From an optimization exercise on the open Yosys and OpenROAD flow, aimed at small area and a short achievable clock period; shortcuts taken in it are not production practice. Where RTL was checked, it was by simulation tests only, not by an equivalence proof against the original. Power and IR drop assume default switching activity.

==> job 2864 <==
==> flow/design.v <==
module tx_frame_scheduler #(
    parameter int ADDR_W = 9
) (
    input  logic        i_clk,
    input  logic        i_rst,
    input  logic [7:0]  i_wr_data,
    input  logic        i_wr_en,
    input  logic        i_wr_abort,
    input  logic        i_clear_status,
    output logic        o_wr_ready,
    output logic [7:0]  o_tx_data,
    output logic        o_tx_valid,
    output logic        o_tx_last,
    input  logic        i_tx_ready,
    output logic [15:0] o_data_size,
    output logic [7:0]  o_frames_count,
    output logic [15:0] o_status
);
    localparam int DEPTH = 2**ADDR_W;
    localparam int PW    = ADDR_W + 1;
    localparam logic [15:0] MAX_LEN = 16'(DEPTH - 2);
    logic          s_len0, s_len1, s_data, s_skip, s_wbusy;
    logic          r_idle, r_hdr0, r_hdr1, r_data, r_rbusy;
    logic [ADDR_W-1:0] r_wr_ptr, r_commit_ptr;
    logic [PW-1:0] r_used, r_size;
    logic          r_full, r_ready, r_empty;
    logic [7:0]    r_len_lo;
    logic          r_lenlo_z, r_lenlo_1, r_lenlo_ff;
    logic [15:0]   r_remain;
    logic          r_rem1;
    logic [ADDR_W-1:0] r_count;
    logic          r_last;
    logic [7:0]    r_dout;
    logic [7:0]    r_frames;
    logic          r_frames_nz;
    logic [7:0]    r_drops;
    logic [3:0]    r_sticky;
    logic [15:0]   r_wa_n [4];
    logic [7:0]    r_wb_n;
    logic [7:0]    r_wq_data;
    localparam int NB  = 4;
    localparam int BW  = ADDR_W - 2;
    localparam int QTR = DEPTH / NB;
    logic [7:0]    w_rdata;
    logic [1:0]    r_ra_lo;
    logic [BW-1:0] r_bidx [NB];
    logic [7:0]    r_bdat [NB];
    assign w_rdata = r_bdat[r_ra_lo];
    logic abort_act, en, skip_dec, full_hit, store, st_len1, st_data;
    logic len_z, len_big, zl, ov, ok_len, commit, rewind, drop;
    logic [15:0] w_len;
    assign w_len     = {i_wr_data, r_len_lo};
    assign abort_act = i_wr_abort & ~s_len0;
    assign en        = i_wr_en & ~abort_act;
    assign skip_dec  = en & s_skip;
    assign full_hit  = en & ~s_skip & r_full;
    assign store     = en & ~s_skip & ~r_full;
    assign st_len1   = store & s_len1;
    assign st_data   = store & s_data;
    assign len_z     = (i_wr_data == 8'd0) & r_lenlo_z;
    assign len_big   = (i_wr_data > 8'd1) | ((i_wr_data == 8'd1) & r_lenlo_ff);
    assign zl        = st_len1 & len_z;
    assign ov        = st_len1 & ~len_z & len_big;
    assign ok_len    = st_len1 & ~len_z & ~len_big;
    assign commit    = st_data & r_rem1;
    assign rewind    = abort_act | full_hit | zl | ov;
    assign drop      = abort_act | (full_hit & ~s_len0) | zl | ov;
    logic [15:0] rem_dec;
    logic        rem_dec_is1;
    assign rem_dec     = r_remain - 16'd1;
    assign rem_dec_is1 = (r_remain == 16'd2);
    logic n_len0, n_len1, n_data, n_skip;
    logic [15:0] n_remain;
    logic        n_rem1;
    always_comb begin
        n_len0   = s_len0;
        n_len1   = s_len1;
        n_data   = s_data;
        n_skip   = s_skip;
        n_remain = r_remain;
        n_rem1   = r_rem1;
        if (abort_act) begin
            {n_len0, n_len1, n_data, n_skip} = 4'b1000;
        end else if (en) begin
            if (s_skip) begin
                n_remain = rem_dec;
                n_rem1   = rem_dec_is1;
                if (r_rem1) {n_len0, n_len1, n_data, n_skip} = 4'b1000;
            end else if (r_full) begin
                if (s_data && !r_rem1) begin
                    n_remain = rem_dec;
                    n_rem1   = rem_dec_is1;
                    {n_len0, n_len1, n_data, n_skip} = 4'b0001;
                end else begin
                    {n_len0, n_len1, n_data, n_skip} = 4'b1000;
                end
            end else if (s_len0) begin
                {n_len0, n_len1, n_data, n_skip} = 4'b0100;
            end else if (s_len1) begin
                n_remain = w_len;
                n_rem1   = (i_wr_data == 8'd0) & r_lenlo_1;
                if (len_z)        {n_len0, n_len1, n_data, n_skip} = 4'b1000;
                else if (len_big) {n_len0, n_len1, n_data, n_skip} = 4'b0001;
                else              {n_len0, n_len1, n_data, n_skip} = 4'b0010;
            end else if (s_data) begin
                n_remain = rem_dec;
                n_rem1   = rem_dec_is1;
                if (r_rem1) {n_len0, n_len1, n_data, n_skip} = 4'b1000;
            end
        end
    end
    logic [ADDR_W-1:0] wr_inc;
    assign wr_inc = r_wr_ptr + ADDR_W'(1);
    logic xfer, last_xfer, rd_inc;
    assign xfer      = r_data & i_tx_ready;
    assign last_xfer = xfer & r_last;
    assign rd_inc    = r_hdr0 | r_hdr1 | xfer;
    logic [ADDR_W-1:0] cnt_dec;
    logic        cnt_is1, cnt_is2;
    assign cnt_dec = r_count - ADDR_W'(1);
    assign cnt_is1 = (r_count == ADDR_W'(1));
    assign cnt_is2 = (r_count == ADDR_W'(2));
    logic [7:0] dout_adv;
    assign dout_adv = r_last ? 8'd0 : w_rdata;
    logic [PW-1:0] used_p1, used_m1, size_m1;
    assign used_p1 = r_used + PW'(1);
    assign used_m1 = r_used - PW'(1);
    assign size_m1 = r_size - PW'(1);
    logic rw, st, hd;              
    assign rw = rewind;
    assign st = store & ~rewind;
    assign hd = ~rewind & ~store;
    logic [PW-1:0] n_used, n_size;
    logic          n_full, n_empty;
    assign n_used = ({PW{rw &  rd_inc}} & size_m1) | ({PW{rw & ~rd_inc}} & r_size) |
                    ({PW{st &  rd_inc}} & r_used)  | ({PW{st & ~rd_inc}} & used_p1) |
                    ({PW{hd &  rd_inc}} & used_m1) | ({PW{hd & ~rd_inc}} & r_used);
    assign n_full = (rw & ~rd_inc & (r_size == PW'(DEPTH))) |
                    (st &  rd_inc & r_full) | (st & ~rd_inc & (r_used == PW'(DEPTH - 1))) |
                    (hd & ~rd_inc & r_full);
    assign n_empty = (rw &  rd_inc & (r_size == PW'(1))) | (rw & ~rd_inc & (r_size == PW'(0))) |
                     (st &  rd_inc & r_empty) |
                     (hd &  rd_inc & (r_used == PW'(1))) | (hd & ~rd_inc & r_empty);
    assign n_size = ({PW{ commit &  rd_inc}} & r_used)  | ({PW{ commit & ~rd_inc}} & used_p1) |
                    ({PW{~commit &  rd_inc}} & size_m1) | ({PW{~commit & ~rd_inc}} & r_size);
    logic       f_inc, f_dec, f_hold;
    logic [7:0] frames_p1, frames_m1, n_frames;
    assign f_inc     = commit & ~last_xfer;
    assign f_dec     = last_xfer & ~commit;
    assign f_hold    = ~f_inc & ~f_dec;
    assign frames_p1 = r_frames + 8'd1;
    assign frames_m1 = r_frames - 8'd1;
    assign n_frames  = ({8{f_inc}} & frames_p1) | ({8{f_dec}} & frames_m1) | ({8{f_hold}} & r_frames);
    logic [7:0] drops_sat, n_drops;
    assign drops_sat = (r_drops == 8'hFF) ? 8'hFF : r_drops + 8'd1;
    assign n_drops = ({8{ i_clear_status & drop}} & 8'd1) |
                     ({8{~i_clear_status & drop}} & drops_sat) |
                     ({8{~i_clear_status & ~drop}} & r_drops);
    always_ff @(posedge i_clk or posedge i_rst) begin
        if (i_rst) begin
            s_len0       <= 1'b1;
            s_len1       <= 1'b0;
            s_data       <= 1'b0;
            s_skip       <= 1'b0;
            s_wbusy      <= 1'b0;
            r_idle       <= 1'b1;
            r_hdr0       <= 1'b0;
            r_hdr1       <= 1'b0;
            r_data       <= 1'b0;
            r_rbusy      <= 1'b0;
            r_wr_ptr     <= '0;
            r_commit_ptr <= '0;
            r_ra_lo      <= '0;
            for (int j = 0; j < NB; j++) r_bidx[j] <= '0;
            r_used       <= '0;
            r_size       <= '0;
            r_full       <= 1'b0;
            r_ready      <= 1'b1;
            r_empty      <= 1'b1;
            r_last       <= 1'b0;
            r_dout       <= 8'd0;
            r_frames     <= 8'd0;
            r_frames_nz  <= 1'b0;
            r_drops      <= 8'd0;
            r_sticky     <= 4'b0000;
        end else begin
            s_len0  <= n_len0;
            s_len1  <= n_len1;
            s_data  <= n_data;
            s_skip  <= n_skip;
            s_wbusy <= ~n_len0;
            if (rewind)     r_wr_ptr <= r_commit_ptr;
            else if (store) r_wr_ptr <= wr_inc;
            if (commit) r_commit_ptr <= wr_inc;
            r_idle  <= (r_idle & ~r_frames_nz) | last_xfer;
            r_hdr0  <= r_idle & r_frames_nz;
            r_hdr1  <= r_hdr0;
            r_data  <= r_hdr1 | (r_data & ~last_xfer);
            r_rbusy <= ~((r_idle & ~r_frames_nz) | last_xfer);
            if ((r_idle & r_frames_nz) | r_hdr0 | r_hdr1 | (xfer & ~r_last)) begin
                r_ra_lo <= r_ra_lo + 2'd1;
                for (int j = 0; j < NB; j++)
                    if (r_ra_lo == 2'(j)) r_bidx[j] <= r_bidx[j] + 1'b1;
            end
            if (r_hdr1)      r_last <= cnt_is1;
            else if (r_data) r_last <= i_tx_ready ? (~r_last & cnt_is2) : r_last;
            else             r_last <= 1'b0;
            if (r_hdr1)      r_dout <= w_rdata;
            else if (r_data) r_dout <= i_tx_ready ? dout_adv : r_dout;
            else             r_dout <= 8'd0;
            r_frames    <= n_frames;
            r_frames_nz <= f_inc | (f_dec & (r_frames != 8'd1)) | (f_hold & r_frames_nz);
            r_used  <= n_used;
            r_size  <= n_size;
            r_full  <= n_full;
            r_ready <= ~n_full;
            r_empty <= n_empty;
            r_sticky <= (i_clear_status ? 4'b0000 : r_sticky) |
                        {abort_act, ov, zl, full_hit};
            r_drops  <= n_drops;
        end
    end
    always_ff @(posedge i_clk) begin
        r_remain <= n_remain;
        r_rem1   <= n_rem1;
        if (store && s_len0) begin
            r_len_lo   <= i_wr_data;
            r_lenlo_z  <= (i_wr_data == 8'h00);
            r_lenlo_1  <= (i_wr_data == 8'h01);
            r_lenlo_ff <= (i_wr_data == 8'hFF);
        end
        if (r_idle)      r_count[7:0]        <= w_rdata;
        else if (r_hdr0) r_count[ADDR_W-1:8] <= w_rdata[ADDR_W-9:0];
        else if (xfer)   r_count             <= cnt_dec;
    end
    always_ff @(posedge i_clk) begin
        for (int j = 0; j < 4; j++)
            for (int k = 0; k < 16; k++)
                r_wa_n[j][k] <= ~(store && r_wr_ptr[1:0] == 2'(j) && r_wr_ptr[5:2] == 4'(k));
        for (int k = 0; k < 8; k++) r_wb_n[k] <= ~(r_wr_ptr[8:6] == 3'(k));
        r_wq_data <= i_wr_data;
    end
    logic [DEPTH*8-1:0] r_mem;
    always_ff @(posedge i_clk) begin
        for (int j = 0; j < NB; j++) begin
            for (int i = 0; i < QTR; i++)
                if (!(r_wa_n[j][i[3:0]] | r_wb_n[i[6:4]])) r_mem[(j*QTR+i)*8 +: 8] <= r_wq_data;
            r_bdat[j] <= r_mem[(j*QTR + int'(r_bidx[j]))*8 +: 8];
        end
    end
    assign o_wr_ready     = r_ready;
    assign o_tx_valid     = r_data;
    assign o_tx_last      = r_last;
    assign o_tx_data      = r_dout;
    assign o_data_size    = 16'(r_size);
    assign o_frames_count = r_frames;
    assign o_status       = {r_drops, r_sticky, r_empty, r_full, r_rbusy, s_wbusy};
endmodule
==> flow/run.sh <==
#!/bin/bash
# synth_recipe.tcl (not shown) runs the flow's synth.tcl, then flattens the netlist and writes it again
# the make line also repeats each setting of config.mk as NAME=value (left out here)
make -C /OpenROAD-flow-scripts/flow DESIGN_CONFIG=/design/flow/config.mk WORK_HOME=/design/flow/orfs CLKGATE_MAP_FILE= SYNTH_SCRIPT=/design/flow/synth_recipe.tcl finish
==> flow/config.mk <==
export PLATFORM = sky130hd
export DESIGN_NAME = tx_frame_scheduler
export DESIGN_NICKNAME = tx_frame_scheduler
export VERILOG_FILES = /design/flow/design.v
export SDC_FILE = /design/flow/constraint.sdc
export NUM_CORES = 4
export LEC_CHECK = 0
export ABC_CLOCK_PERIOD_IN_PS = 3000
export CAP_MARGIN = 20
export CORE_MARGIN = 2
export CORE_UTILIZATION = 40
export CTS_CLUSTER_DIAMETER = 120
export CTS_CLUSTER_SIZE = 25
export SETUP_SLACK_MARGIN = 4.3
export SLEW_MARGIN = 20
==> flow/constraint.sdc <==
create_clock -name core_clock -period 7.0 [get_ports {i_clk}]
set_input_delay 1.4000 -clock core_clock [delete_from_list [all_inputs] [get_ports {i_clk}]]
set_output_delay 1.4000 -clock core_clock [all_outputs]
set_load 0.01 [all_outputs]
==> inputs of job 4349, as changes to job 2864 <==
--- a/flow/design.v
+++ b/flow/design.v
@@ -29,5 +29,5 @@
     logic [15:0]   r_remain;
     logic          r_rem1;
-    logic [ADDR_W-1:0] r_count;
+    logic [15:0]   r_count;
     logic          r_last;
     logic [7:0]    r_dout;
@@ -116,45 +116,56 @@
     assign last_xfer = xfer & r_last;
     assign rd_inc    = r_hdr0 | r_hdr1 | xfer;
-    logic [ADDR_W-1:0] cnt_dec;
+    logic [15:0] cnt_dec;
     logic        cnt_is1, cnt_is2;
-    assign cnt_dec = r_count - ADDR_W'(1);
-    assign cnt_is1 = (r_count == ADDR_W'(1));
-    assign cnt_is2 = (r_count == ADDR_W'(2));
+    assign cnt_dec = r_count - 16'd1;
+    assign cnt_is1 = (r_count == 16'd1);
+    assign cnt_is2 = (r_count == 16'd2);
     logic [7:0] dout_adv;
     assign dout_adv = r_last ? 8'd0 : w_rdata;
-    logic [PW-1:0] used_p1, used_m1, size_m1;
-    assign used_p1 = r_used + PW'(1);
-    assign used_m1 = r_used - PW'(1);
-    assign size_m1 = r_size - PW'(1);
-    logic rw, st, hd;              
-    assign rw = rewind;
-    assign st = store & ~rewind;
-    assign hd = ~rewind & ~store;
+    logic [PW-1:0] used_p1, used_m1, used_p1m, size_m1;
+    logic          u_p1_full, u_p1m_full, u_m_full, u_p1m_empty, u_m_empty, s_full;
+    logic          s_m_full, s_empty, s_m_empty;
+    assign used_p1   = r_used + PW'(1);
+    assign used_m1   = r_used - PW'(1);
+    assign size_m1   = r_size - PW'(1);
     logic [PW-1:0] n_used, n_size;
     logic          n_full, n_empty;
-    assign n_used = ({PW{rw &  rd_inc}} & size_m1) | ({PW{rw & ~rd_inc}} & r_size) |
-                    ({PW{st &  rd_inc}} & r_used)  | ({PW{st & ~rd_inc}} & used_p1) |
-                    ({PW{hd &  rd_inc}} & used_m1) | ({PW{hd & ~rd_inc}} & r_used);
-    assign n_full = (rw & ~rd_inc & (r_size == PW'(DEPTH))) |
-                    (st &  rd_inc & r_full) | (st & ~rd_inc & (r_used == PW'(DEPTH - 1))) |
-                    (hd & ~rd_inc & r_full);
-    assign n_empty = (rw &  rd_inc & (r_size == PW'(1))) | (rw & ~rd_inc & (r_size == PW'(0))) |
-                     (st &  rd_inc & r_empty) |
-                     (hd &  rd_inc & (r_used == PW'(1))) | (hd & ~rd_inc & r_empty);
-    assign n_size = ({PW{ commit &  rd_inc}} & r_used)  | ({PW{ commit & ~rd_inc}} & used_p1) |
-                    ({PW{~commit &  rd_inc}} & size_m1) | ({PW{~commit & ~rd_inc}} & r_size);
-    logic       f_inc, f_dec, f_hold;
-    logic [7:0] frames_p1, frames_m1, n_frames;
-    assign f_inc     = commit & ~last_xfer;
-    assign f_dec     = last_xfer & ~commit;
-    assign f_hold    = ~f_inc & ~f_dec;
-    assign frames_p1 = r_frames + 8'd1;
-    assign frames_m1 = r_frames - 8'd1;
-    assign n_frames  = ({8{f_inc}} & frames_p1) | ({8{f_dec}} & frames_m1) | ({8{f_hold}} & r_frames);
-    logic [7:0] drops_sat, n_drops;
-    assign drops_sat = (r_drops == 8'hFF) ? 8'hFF : r_drops + 8'd1;
-    assign n_drops = ({8{ i_clear_status & drop}} & 8'd1) |
-                     ({8{~i_clear_status & drop}} & drops_sat) |
-                     ({8{~i_clear_status & ~drop}} & r_drops);
+    always_comb begin
+        logic [PW-1:0] c_up, c_hold, c_rw;
+        logic          f_up, f_hold, f_rw, e_up, e_hold, e_rw;
+        if (rd_inc) begin
+            c_up   = r_used;
+            c_hold = used_m1;
+            c_rw   = size_m1;
+            f_up   = r_full;
+            f_hold = 1'b0;
+            f_rw   = 1'b0;
+            e_up   = r_empty;
+            e_hold = (r_used == PW'(1));
+            e_rw   = (r_size == PW'(1));
+        end else begin
+            c_up   = used_p1;
+            c_hold = r_used;
+            c_rw   = r_size;
+            f_up   = (r_used == PW'(DEPTH - 1));
+            f_hold = r_full;
+            f_rw   = (r_size == PW'(DEPTH));
+            e_up   = 1'b0;
+            e_hold = r_empty;
+            e_rw   = (r_size == PW'(0));
+        end
+        if (rewind) begin
+            n_used = c_rw;   n_full = f_rw;   n_empty = e_rw;
+        end else if (store) begin
+            n_used = c_up;   n_full = f_up;   n_empty = e_up;
+        end else begin
+            n_used = c_hold; n_full = f_hold; n_empty = e_hold;
+        end
+        if (commit) n_size = rd_inc ? r_used : used_p1;
+        else        n_size = rd_inc ? size_m1 : r_size;
+    end
+    logic [7:0] drops_base, drops_inc;
+    assign drops_base = i_clear_status ? 8'd0 : r_drops;
+    assign drops_inc  = (drops_base == 8'hFF) ? 8'hFF : drops_base + 8'd1;
     always_ff @(posedge i_clk or posedge i_rst) begin
         if (i_rst) begin
@@ -178,4 +189,11 @@
             r_ready      <= 1'b1;
             r_empty      <= 1'b1;
+            r_len_lo     <= 8'd0;
+            r_lenlo_z    <= 1'b1;
+            r_lenlo_1    <= 1'b0;
+            r_lenlo_ff   <= 1'b0;
+            r_remain     <= 16'd0;
+            r_rem1       <= 1'b0;
+            r_count      <= 16'd0;
             r_last       <= 1'b0;
             r_dout       <= 8'd0;
@@ -190,4 +208,12 @@
             s_skip  <= n_skip;
             s_wbusy <= ~n_len0;
+            r_remain <= n_remain;
+            r_rem1   <= n_rem1;
+            if (store && s_len0) begin
+                r_len_lo   <= i_wr_data;
+                r_lenlo_z  <= (i_wr_data == 8'h00);
+                r_lenlo_1  <= (i_wr_data == 8'h01);
+                r_lenlo_ff <= (i_wr_data == 8'hFF);
+            end
             if (rewind)     r_wr_ptr <= r_commit_ptr;
             else if (store) r_wr_ptr <= wr_inc;
@@ -203,4 +229,7 @@
                     if (r_ra_lo == 2'(j)) r_bidx[j] <= r_bidx[j] + 1'b1;
             end
+            if (r_idle)      r_count[7:0]  <= w_rdata;
+            else if (r_hdr0) r_count[15:8] <= w_rdata;
+            else if (xfer)   r_count       <= cnt_dec;
             if (r_hdr1)      r_last <= cnt_is1;
             else if (r_data) r_last <= i_tx_ready ? (~r_last & cnt_is2) : r_last;
@@ -209,6 +238,11 @@
             else if (r_data) r_dout <= i_tx_ready ? dout_adv : r_dout;
             else             r_dout <= 8'd0;
-            r_frames    <= n_frames;
-            r_frames_nz <= f_inc | (f_dec & (r_frames != 8'd1)) | (f_hold & r_frames_nz);
+            if (commit & ~last_xfer) begin
+                r_frames    <= r_frames + 8'd1;
+                r_frames_nz <= 1'b1;
+            end else if (~commit & last_xfer) begin
+                r_frames    <= r_frames - 8'd1;
+                r_frames_nz <= (r_frames != 8'd1);
+            end
             r_used  <= n_used;
             r_size  <= n_size;
@@ -218,19 +252,6 @@
             r_sticky <= (i_clear_status ? 4'b0000 : r_sticky) |
                         {abort_act, ov, zl, full_hit};
-            r_drops  <= n_drops;
-        end
-    end
-    always_ff @(posedge i_clk) begin
-        r_remain <= n_remain;
-        r_rem1   <= n_rem1;
-        if (store && s_len0) begin
-            r_len_lo   <= i_wr_data;
-            r_lenlo_z  <= (i_wr_data == 8'h00);
-            r_lenlo_1  <= (i_wr_data == 8'h01);
-            r_lenlo_ff <= (i_wr_data == 8'hFF);
-        end
-        if (r_idle)      r_count[7:0]        <= w_rdata;
-        else if (r_hdr0) r_count[ADDR_W-1:8] <= w_rdata[ADDR_W-9:0];
-        else if (xfer)   r_count             <= cnt_dec;
+            r_drops  <= drop ? drops_inc : drops_base;
+        end
     end
     always_ff @(posedge i_clk) begin
SETUP_SLACK_MARGIN = 3.7   (was 4.3)
==> inputs of job 6302, as changes to job 2864 <==
--- a/flow/design.v
+++ b/flow/design.v
@@ -29,5 +29,5 @@
     logic [15:0]   r_remain;
     logic          r_rem1;
-    logic [ADDR_W-1:0] r_count;
+    logic [15:0]   r_count;
     logic          r_last;
     logic [7:0]    r_dout;
@@ -36,12 +36,12 @@
     logic [7:0]    r_drops;
     logic [3:0]    r_sticky;
-    logic [15:0]   r_wa_n [4];
+    logic [7:0]    r_wa_n [8];
     logic [7:0]    r_wb_n;
     logic [7:0]    r_wq_data;
-    localparam int NB  = 4;
-    localparam int BW  = ADDR_W - 2;
+    localparam int NB  = 8;
+    localparam int BW  = ADDR_W - 3;
     localparam int QTR = DEPTH / NB;
     logic [7:0]    w_rdata;
-    logic [1:0]    r_ra_lo;
+    logic [2:0]    r_ra_lo;
     logic [BW-1:0] r_bidx [NB];
     logic [7:0]    r_bdat [NB];
@@ -116,9 +116,9 @@
     assign last_xfer = xfer & r_last;
     assign rd_inc    = r_hdr0 | r_hdr1 | xfer;
-    logic [ADDR_W-1:0] cnt_dec;
+    logic [15:0] cnt_dec;
     logic        cnt_is1, cnt_is2;
-    assign cnt_dec = r_count - ADDR_W'(1);
-    assign cnt_is1 = (r_count == ADDR_W'(1));
-    assign cnt_is2 = (r_count == ADDR_W'(2));
+    assign cnt_dec = r_count - 16'd1;
+    assign cnt_is1 = (r_count == 16'd1);
+    assign cnt_is2 = (r_count == 16'd2);
     logic [7:0] dout_adv;
     assign dout_adv = r_last ? 8'd0 : w_rdata;
@@ -178,4 +178,11 @@
             r_ready      <= 1'b1;
             r_empty      <= 1'b1;
+            r_len_lo     <= 8'd0;
+            r_lenlo_z    <= 1'b1;
+            r_lenlo_1    <= 1'b0;
+            r_lenlo_ff   <= 1'b0;
+            r_remain     <= 16'd0;
+            r_rem1       <= 1'b0;
+            r_count      <= 16'd0;
             r_last       <= 1'b0;
             r_dout       <= 8'd0;
@@ -190,4 +197,12 @@
             s_skip  <= n_skip;
             s_wbusy <= ~n_len0;
+            r_remain <= n_remain;
+            r_rem1   <= n_rem1;
+            if (store && s_len0) begin
+                r_len_lo   <= i_wr_data;
+                r_lenlo_z  <= (i_wr_data == 8'h00);
+                r_lenlo_1  <= (i_wr_data == 8'h01);
+                r_lenlo_ff <= (i_wr_data == 8'hFF);
+            end
             if (rewind)     r_wr_ptr <= r_commit_ptr;
             else if (store) r_wr_ptr <= wr_inc;
@@ -199,8 +214,11 @@
             r_rbusy <= ~((r_idle & ~r_frames_nz) | last_xfer);
             if ((r_idle & r_frames_nz) | r_hdr0 | r_hdr1 | (xfer & ~r_last)) begin
-                r_ra_lo <= r_ra_lo + 2'd1;
+                r_ra_lo <= r_ra_lo + 3'd1;
                 for (int j = 0; j < NB; j++)
-                    if (r_ra_lo == 2'(j)) r_bidx[j] <= r_bidx[j] + 1'b1;
+                    if (r_ra_lo == 3'(j)) r_bidx[j] <= r_bidx[j] + 1'b1;
             end
+            if (r_idle)      r_count[7:0]  <= w_rdata;
+            else if (r_hdr0) r_count[15:8] <= w_rdata;
+            else if (xfer)   r_count       <= cnt_dec;
             if (r_hdr1)      r_last <= cnt_is1;
             else if (r_data) r_last <= i_tx_ready ? (~r_last & cnt_is2) : r_last;
@@ -222,20 +240,7 @@
     end
     always_ff @(posedge i_clk) begin
-        r_remain <= n_remain;
-        r_rem1   <= n_rem1;
-        if (store && s_len0) begin
-            r_len_lo   <= i_wr_data;
-            r_lenlo_z  <= (i_wr_data == 8'h00);
-            r_lenlo_1  <= (i_wr_data == 8'h01);
-            r_lenlo_ff <= (i_wr_data == 8'hFF);
-        end
-        if (r_idle)      r_count[7:0]        <= w_rdata;
-        else if (r_hdr0) r_count[ADDR_W-1:8] <= w_rdata[ADDR_W-9:0];
-        else if (xfer)   r_count             <= cnt_dec;
-    end
-    always_ff @(posedge i_clk) begin
-        for (int j = 0; j < 4; j++)
-            for (int k = 0; k < 16; k++)
-                r_wa_n[j][k] <= ~(store && r_wr_ptr[1:0] == 2'(j) && r_wr_ptr[5:2] == 4'(k));
+        for (int j = 0; j < 8; j++)
+            for (int k = 0; k < 8; k++)
+                r_wa_n[j][k] <= ~(store && r_wr_ptr[2:0] == 3'(j) && r_wr_ptr[5:3] == 3'(k));
         for (int k = 0; k < 8; k++) r_wb_n[k] <= ~(r_wr_ptr[8:6] == 3'(k));
         r_wq_data <= i_wr_data;
@@ -245,5 +250,5 @@
         for (int j = 0; j < NB; j++) begin
             for (int i = 0; i < QTR; i++)
-                if (!(r_wa_n[j][i[3:0]] | r_wb_n[i[6:4]])) r_mem[(j*QTR+i)*8 +: 8] <= r_wq_data;
+                if (!(r_wa_n[j][i[2:0]] | r_wb_n[i[5:3]])) r_mem[(j*QTR+i)*8 +: 8] <= r_wq_data;
             r_bdat[j] <= r_mem[(j*QTR + int'(r_bidx[j]))*8 +: 8];
         end
==> results.rst <==
.. list-table::
   :header-rows: 1

   * - Metric
     - Value
   * - Status
     - timing/DRC/antenna clean
   * - Total GRT Usage
     - between 20% and 30%
   * - Cells on worst reg2reg path
     - 8
   * - Flop+latch power
     - just under 30 mW
   * - Ranking of synthesized cells by area
     - edfxtp_1 73%, mux4_2 11%, mux2i_1 2.9%
   * - Global routing met2 resource utilization
     - roughly a third
the above is filed under job 2864

==> results.rst <==
.. list-table::
   :header-rows: 1

   * - Metric
     - Value
   * - Area growth from synthesis to layout
     - 7.763%
   * - Ranking of synthesized cells by area
     - edfxtp_1 72%, mux4_2 10%, mux2i_1 3.9%
   * - Met3 layer usage reported by global route
     - under 10%
   * - Cells on worst reg2reg path
     - 6
   * - Status
     - timing/DRC/antenna clean
the above is filed under job 4349

==> results.rst <==
.. list-table::
   :header-rows: 1

   * - Metric
     - Value
   * - Global routing met2 resource utilization
     - 31.34%
   * - Ranking of synthesized cells by area
     - edfxtp_1 72%, mux4_2 12%, mux2i_1 2.8%
   * - Status
     - timing/DRC/antenna clean
   * - Synthesized netlist cell count
     - about 9,000
   * - Count of nets after finishing
     - around 8,900
   * - Total GRT Usage
     - slightly below 20%
   * - Cells on worst reg2reg path
     - 9
   * - Flop+latch power
     - roughly 31 mW
the above is filed under job 6302

Function not checked in job 4349: the RTL went through the layout flow alone.

port drivers added, routing unchanged:
In the flow no input, the clock included, has a driving cell. The finished layouts below were timed again as built, in two steps.
Step 1: set_driving_cell puts a clkbuf_16 on i_clk and a buf_2 on each other input, an assumption about the parent block.
Step 2 also shifts input and output timing later by t, the mid clock arrival at the registers, as if the neighbouring blocks saw the same clock.
a / b / c = no drivers / after step 1 / after step 2; a / b = the first two.
run | t (ns) | slack for setup (ns) | worst hold slack (ns) | clock arrival spread, ns
job 2864 | 1.044 | 3.841 / 3.728 / 3.174 | 0.483 / 0.483 / 0.483 | 0.105 / 0.105
job 4349 | 1.027 | 3.714 / 3.657 / 2.998 | 0.488 / 0.488 / 0.488 | 0.105 / 0.106
job 6302 | 1.050 | 3.914 / 3.803 / 3.273 | 0.488 / 0.476 / 0.488 | 0.108 / 0.109
After both steps every run listed still meets setup and hold. The setup slack of job 4349, which loses most, moves by -0.057 ns with the drivers and by -0.716 ns with both steps.
